Background: an optimization exercise with open tools, aiming at small area. Do not read the settings as production practice. The RTL was checked by simulation tests, not by an equivalence proof against the original design. Power is estimated from default activity; no workload was simulated.

==> 05-21 <==
==> flow/design.v <==
module oled_frame_arbiter #(
   parameter int STRING_LEN     = 64,
   parameter int REFRESH_CYCLES = 500000
) (
   input  logic                    CLK100MHZ,
   input  logic                    reset,
   input  logic                    req0,
   input  logic [8*STRING_LEN-1:0] msg0,
   output logic                    ack0,
   input  logic                    req1,
   input  logic [8*STRING_LEN-1:0] msg1,
   output logic                    ack1,
   output logic [7:0]              sendData,
   output logic                    sendDataValid,
   input  logic                    sendDone,
   output logic                    updateString,
   output logic                    busy,
   output logic                    active_src
);
   localparam int FW     = 8*STRING_LEN;
   localparam int PTR_W  = $clog2(STRING_LEN);
   localparam int HOLD_W = $clog2(REFRESH_CYCLES);
   localparam logic [HOLD_W-1:0] HOLD_LOAD = HOLD_W'(REFRESH_CYCLES-1);
   typedef enum logic [2:0] {IDLE, START, WAIT_LOW, SEND, HOLD} state_t;
   state_t            state_q, state_d;
   logic [FW-1:0]     frame_q;
   logic              par_q;
   logic [PTR_W-1:0]  ptr_q;
   logic [HOLD_W-1:0] hold_q;
   logic              ack0_q, ack1_q;
   logic [7:0]        data_q;
   logic              valid_q, upd_q, busy_q, src_q;
   logic grant, grant1, g0, g1, load_byte, byte_done, last;
   assign grant     = (state_q == IDLE) && (req0 || req1);
   assign grant1    = (req0 && req1) ? ~src_q : req1;
   assign g0        = grant && !grant1;
   assign g1        = grant && grant1;
   assign load_byte = (state_q == WAIT_LOW) && !sendDone;
   assign byte_done = (state_q == SEND) && sendDone;
   assign last      = (ptr_q == PTR_W'(STRING_LEN-1));
   always_comb begin
      state_d = state_q;
      case (state_q)
         IDLE:     if (req0 || req1) state_d = START;
         START:    state_d = WAIT_LOW;
         WAIT_LOW: if (!sendDone) state_d = SEND;
         SEND:     if (sendDone) state_d = last ? HOLD : WAIT_LOW;
         HOLD:     if (hold_q == '0) state_d = IDLE;
         default:  state_d = IDLE;
      endcase
   end
   always_ff @(posedge CLK100MHZ) begin
      frame_q <= ~(({FW{g0}} & msg0) | ({FW{g1}} & msg1) | ({FW{~grant}} & frame_q));
      par_q   <= grant | ~par_q;
      if (grant) ptr_q <= '0;
      else if (byte_done) ptr_q <= ptr_q + 1'b1;
      if (byte_done) hold_q <= HOLD_LOAD;
      else           hold_q <= hold_q - 1'b1;
   end
   always_ff @(posedge CLK100MHZ or posedge reset) begin
      if (reset) begin
         state_q <= IDLE;
         ack0_q  <= 1'b0;
         ack1_q  <= 1'b0;
         data_q  <= 8'h00;
         valid_q <= 1'b0;
         upd_q   <= 1'b0;
         busy_q  <= 1'b0;
         src_q   <= 1'b1;
      end else begin
         state_q <= state_d;
         ack0_q  <= grant && !grant1;
         ack1_q  <= grant && grant1;
         if (grant) src_q <= grant1;
         if (load_byte) data_q <= frame_q[FW-8-8*ptr_q +: 8] ^ {8{par_q}};
         if (load_byte) valid_q <= 1'b1;
         else if (byte_done) valid_q <= 1'b0;
         upd_q   <= (state_q == START);
         busy_q  <= (state_d != IDLE);
      end
   end
   assign ack0          = ack0_q;
   assign ack1          = ack1_q;
   assign sendData      = data_q;
   assign sendDataValid = valid_q;
   assign updateString  = upd_q;
   assign busy          = busy_q;
   assign active_src    = src_q;
endmodule
==> flow/run.sh <==
#!/bin/bash
# synth_recipe.tcl (not shown) runs the flow's synth.tcl, then flattens the netlist and writes it again
# the make line also repeats each setting of config.mk as NAME=value (left out here)
make -C /OpenROAD-flow-scripts/flow DESIGN_CONFIG=/design/flow/config.mk WORK_HOME=/design/flow/orfs CLKGATE_MAP_FILE= SYNTH_SCRIPT=/design/flow/synth_recipe.tcl finish
==> flow/config.mk <==
export PLATFORM = sky130hd
export DESIGN_NAME = oled_frame_arbiter
export DESIGN_NICKNAME = oled_frame_arbiter
export VERILOG_FILES = /design/flow/design.v
export SDC_FILE = /design/flow/constraint.sdc
export NUM_CORES = 4
export LEC_CHECK = 0
export CAP_MARGIN = 20
export CORE_AREA = 10 10 370 370
export DIE_AREA = 0 0 380 380
export SLEW_MARGIN = 20
==> flow/constraint.sdc <==
create_clock -name core_clock -period 4.0 [get_ports {CLK100MHZ}]
set_input_delay 0.8000 -clock core_clock [delete_from_list [all_inputs] [get_ports {CLK100MHZ}]]
set_output_delay 0.8000 -clock core_clock [all_outputs]
set_load 0.01 [all_outputs]
==> inputs of 03-26, as changes to 05-21 <==
==> flow/design.v (replaced) <==
module oled_frame_arbiter #(
   parameter int STRING_LEN     = 64,
   parameter int REFRESH_CYCLES = 500000
) (
   input  logic                    CLK100MHZ,
   input  logic                    reset,
   input  logic                    req0,
   input  logic [8*STRING_LEN-1:0] msg0,
   output logic                    ack0,
   input  logic                    req1,
   input  logic [8*STRING_LEN-1:0] msg1,
   output logic                    ack1,
   output logic [7:0]              sendData,
   output logic                    sendDataValid,
   input  logic                    sendDone,
   output logic                    updateString,
   output logic                    busy,
   output logic                    active_src
);
   localparam int FW     = 8*STRING_LEN;
   localparam int CNT_W  = $clog2(STRING_LEN+1);
   localparam int HOLD_W = $clog2(REFRESH_CYCLES+1);
   localparam logic [CNT_W-1:0]  CNT_FULL  = CNT_W'(STRING_LEN);
   localparam logic [HOLD_W-1:0] HOLD_LOAD = HOLD_W'(REFRESH_CYCLES-1);
   typedef enum logic [2:0] {IDLE, START, WAIT_LOW, SEND, HOLD} state_t;
   state_t            state_q, state_d;
   logic [FW-1:0]     frame_q, frame_d;
   logic [CNT_W-1:0]  cnt_q, cnt_d;
   logic [HOLD_W-1:0] hold_q, hold_d;
   logic              ack0_q, ack0_d, ack1_q, ack1_d;
   logic [7:0]        data_q, data_d;
   logic              valid_q, valid_d;
   logic              upd_q, upd_d;
   logic              busy_q, busy_d;
   logic              src_q, src_d;
   logic              grant1;
   always_comb begin
      state_d = state_q;
      frame_d = frame_q;
      cnt_d   = cnt_q;
      hold_d  = hold_q;
      ack0_d  = 1'b0;
      ack1_d  = 1'b0;
      data_d  = data_q;
      valid_d = valid_q;
      upd_d   = 1'b0;
      src_d   = src_q;
      grant1  = 1'b0;
      case (state_q)
         IDLE: begin
            if (req0 || req1) begin
               grant1  = (req0 && req1) ? ~src_q : req1;
               frame_d = grant1 ? msg1 : msg0;
               ack0_d  = ~grant1;
               ack1_d  = grant1;
               src_d   = grant1;
               cnt_d   = CNT_FULL;
               state_d = START;
            end
         end
         START: begin
            upd_d   = 1'b1;
            state_d = WAIT_LOW;
         end
         WAIT_LOW: begin
            if (!sendDone) begin
               data_d  = frame_q[FW-1 -: 8];
               valid_d = 1'b1;
               state_d = SEND;
            end
         end
         SEND: begin
            if (sendDone) begin
               valid_d = 1'b0;
               cnt_d   = cnt_q - 1'b1;
               frame_d = frame_q << 8;
               if (cnt_q == CNT_W'(1)) begin
                  hold_d  = HOLD_LOAD;
                  state_d = HOLD;
               end else begin
                  state_d = WAIT_LOW;
               end
            end
         end
         HOLD: begin
            if (hold_q == '0) state_d = IDLE;
            else              hold_d  = hold_q - 1'b1;
         end
         default: state_d = IDLE;
      endcase
      busy_d = (state_d != IDLE);
   end
   always_ff @(posedge CLK100MHZ or posedge reset) begin
      if (reset) begin
         state_q <= IDLE;
         frame_q <= '0;
         cnt_q   <= CNT_FULL;
         hold_q  <= '0;
         ack0_q  <= 1'b0;
         ack1_q  <= 1'b0;
         data_q  <= 8'h00;
         valid_q <= 1'b0;
         upd_q   <= 1'b0;
         busy_q  <= 1'b0;
         src_q   <= 1'b1;
      end else begin
         state_q <= state_d;
         frame_q <= frame_d;
         cnt_q   <= cnt_d;
         hold_q  <= hold_d;
         ack0_q  <= ack0_d;
         ack1_q  <= ack1_d;
         data_q  <= data_d;
         valid_q <= valid_d;
         upd_q   <= upd_d;
         busy_q  <= busy_d;
         src_q   <= src_d;
      end
   end
   assign ack0          = ack0_q;
   assign ack1          = ack1_q;
   assign sendData      = data_q;
   assign sendDataValid = valid_q;
   assign updateString  = upd_q;
   assign busy          = busy_q;
   assign active_src    = src_q;
endmodule
==> results.txt <==
Last element of the critical path: 03-26 active_src; 05-21 data_q[2]$_DFFE_PP0P_
Vias after detailed routing: 03-26 31300; 05-21 23400
GRT Util Overall: 03-26 0.183; 05-21 0.199
Worst-Margin Slew: 03-26 0.888 ns; 05-21 0.997 ns
Clock buffer count: 03-26 101; 05-21 95
Finished Cell Area: 03-26 44400 µm²; 05-21 37200 µm²
Summed instance area of the synthesized netlist: 03-26 29700 µm²; 05-21 22300 µm²
Endpoint of the most critical register-to-register path: 03-26 frame_q[228]$_DFFE_PP0P_; 05-21 data_q[2]$_DFFE_PP0P_
Result of the run: 03-26 complete, no violations; 05-21 complete, no violations
Share of final-layout standard cells stronger than drive strength 1: 03-26 0.0471; 05-21 0.120
Count of different cell masters after synthesis: 03-26 52; 05-21 69
Clock period minus worst slack: 03-26 2.62 ns; 05-21 3.20 ns
Met2 Usage GRT: 03-26 0.312; 05-21 0.344
Peak ir drop on the vdd network: 03-26 0.312 mV; 05-21 0.299 mV
Internal reg-to-reg setup slack: 03-26 1.57 ns; 05-21 0.80 ns
Mean Syn Cell Area: 03-26 7.27 µm²; 05-21 12.7 µm²
Setup Crit Path Kind: 03-26 register to primary output; 05-21 register to register
Area share of the leading cell type in the synthesized netlist: 03-26 0.466; 05-21 0.483
Crit-path slowest cell: 03-26 sky130_fd_sc_hd__clkdlybuf4s50_1; 05-21 sky130_fd_sc_hd__dfxtp_4
Post-DP HPWL: 03-26 107000 µm; 05-21 124000 µm
Nets: 03-26 5991; 05-21 3756
Post-place setup slack: 03-26 0.731 ns; 05-21 0.723 ns
Portion of total power attributed to sequential cells: 03-26 0.411; 05-21 0.375

-- static timing again, ports no longer ideal --
The results above use ideal ports. As a check the final layouts listed here were re-extracted and re-timed, cells and wires unchanged. Step 1 assumes that a clkbuf_16 drives the clock port and a buf_2 every other input. Step 2, shift: input delay + t, output delay - t, t = (earliest + latest rising clock arrival at the registers) / 2. This alone moves slack from input paths to output paths. Slacks: no drivers / after step 1 / after step 2; pairs: no drivers / after step 1.
run	shift t [ns]	setup slack, ns	worst hold slack (ns)	worst register clock-pin slew, ns	worst data-port slew with drivers (ns)
05-21	0.726	0.799 / 0.799 / 0.612	0.410 / 0.370 / 0.410	0.07 / 0.07	0.26
03-26	0.689	1.379 / 1.304 / 0.756	0.468 / 0.468 / 0.468	0.07 / 0.07	0.17
After both steps setup and hold are still met in every run listed. The setup slack of 03-26, which loses most, moves by -0.075 ns with the drivers and by -0.623 ns with both steps.
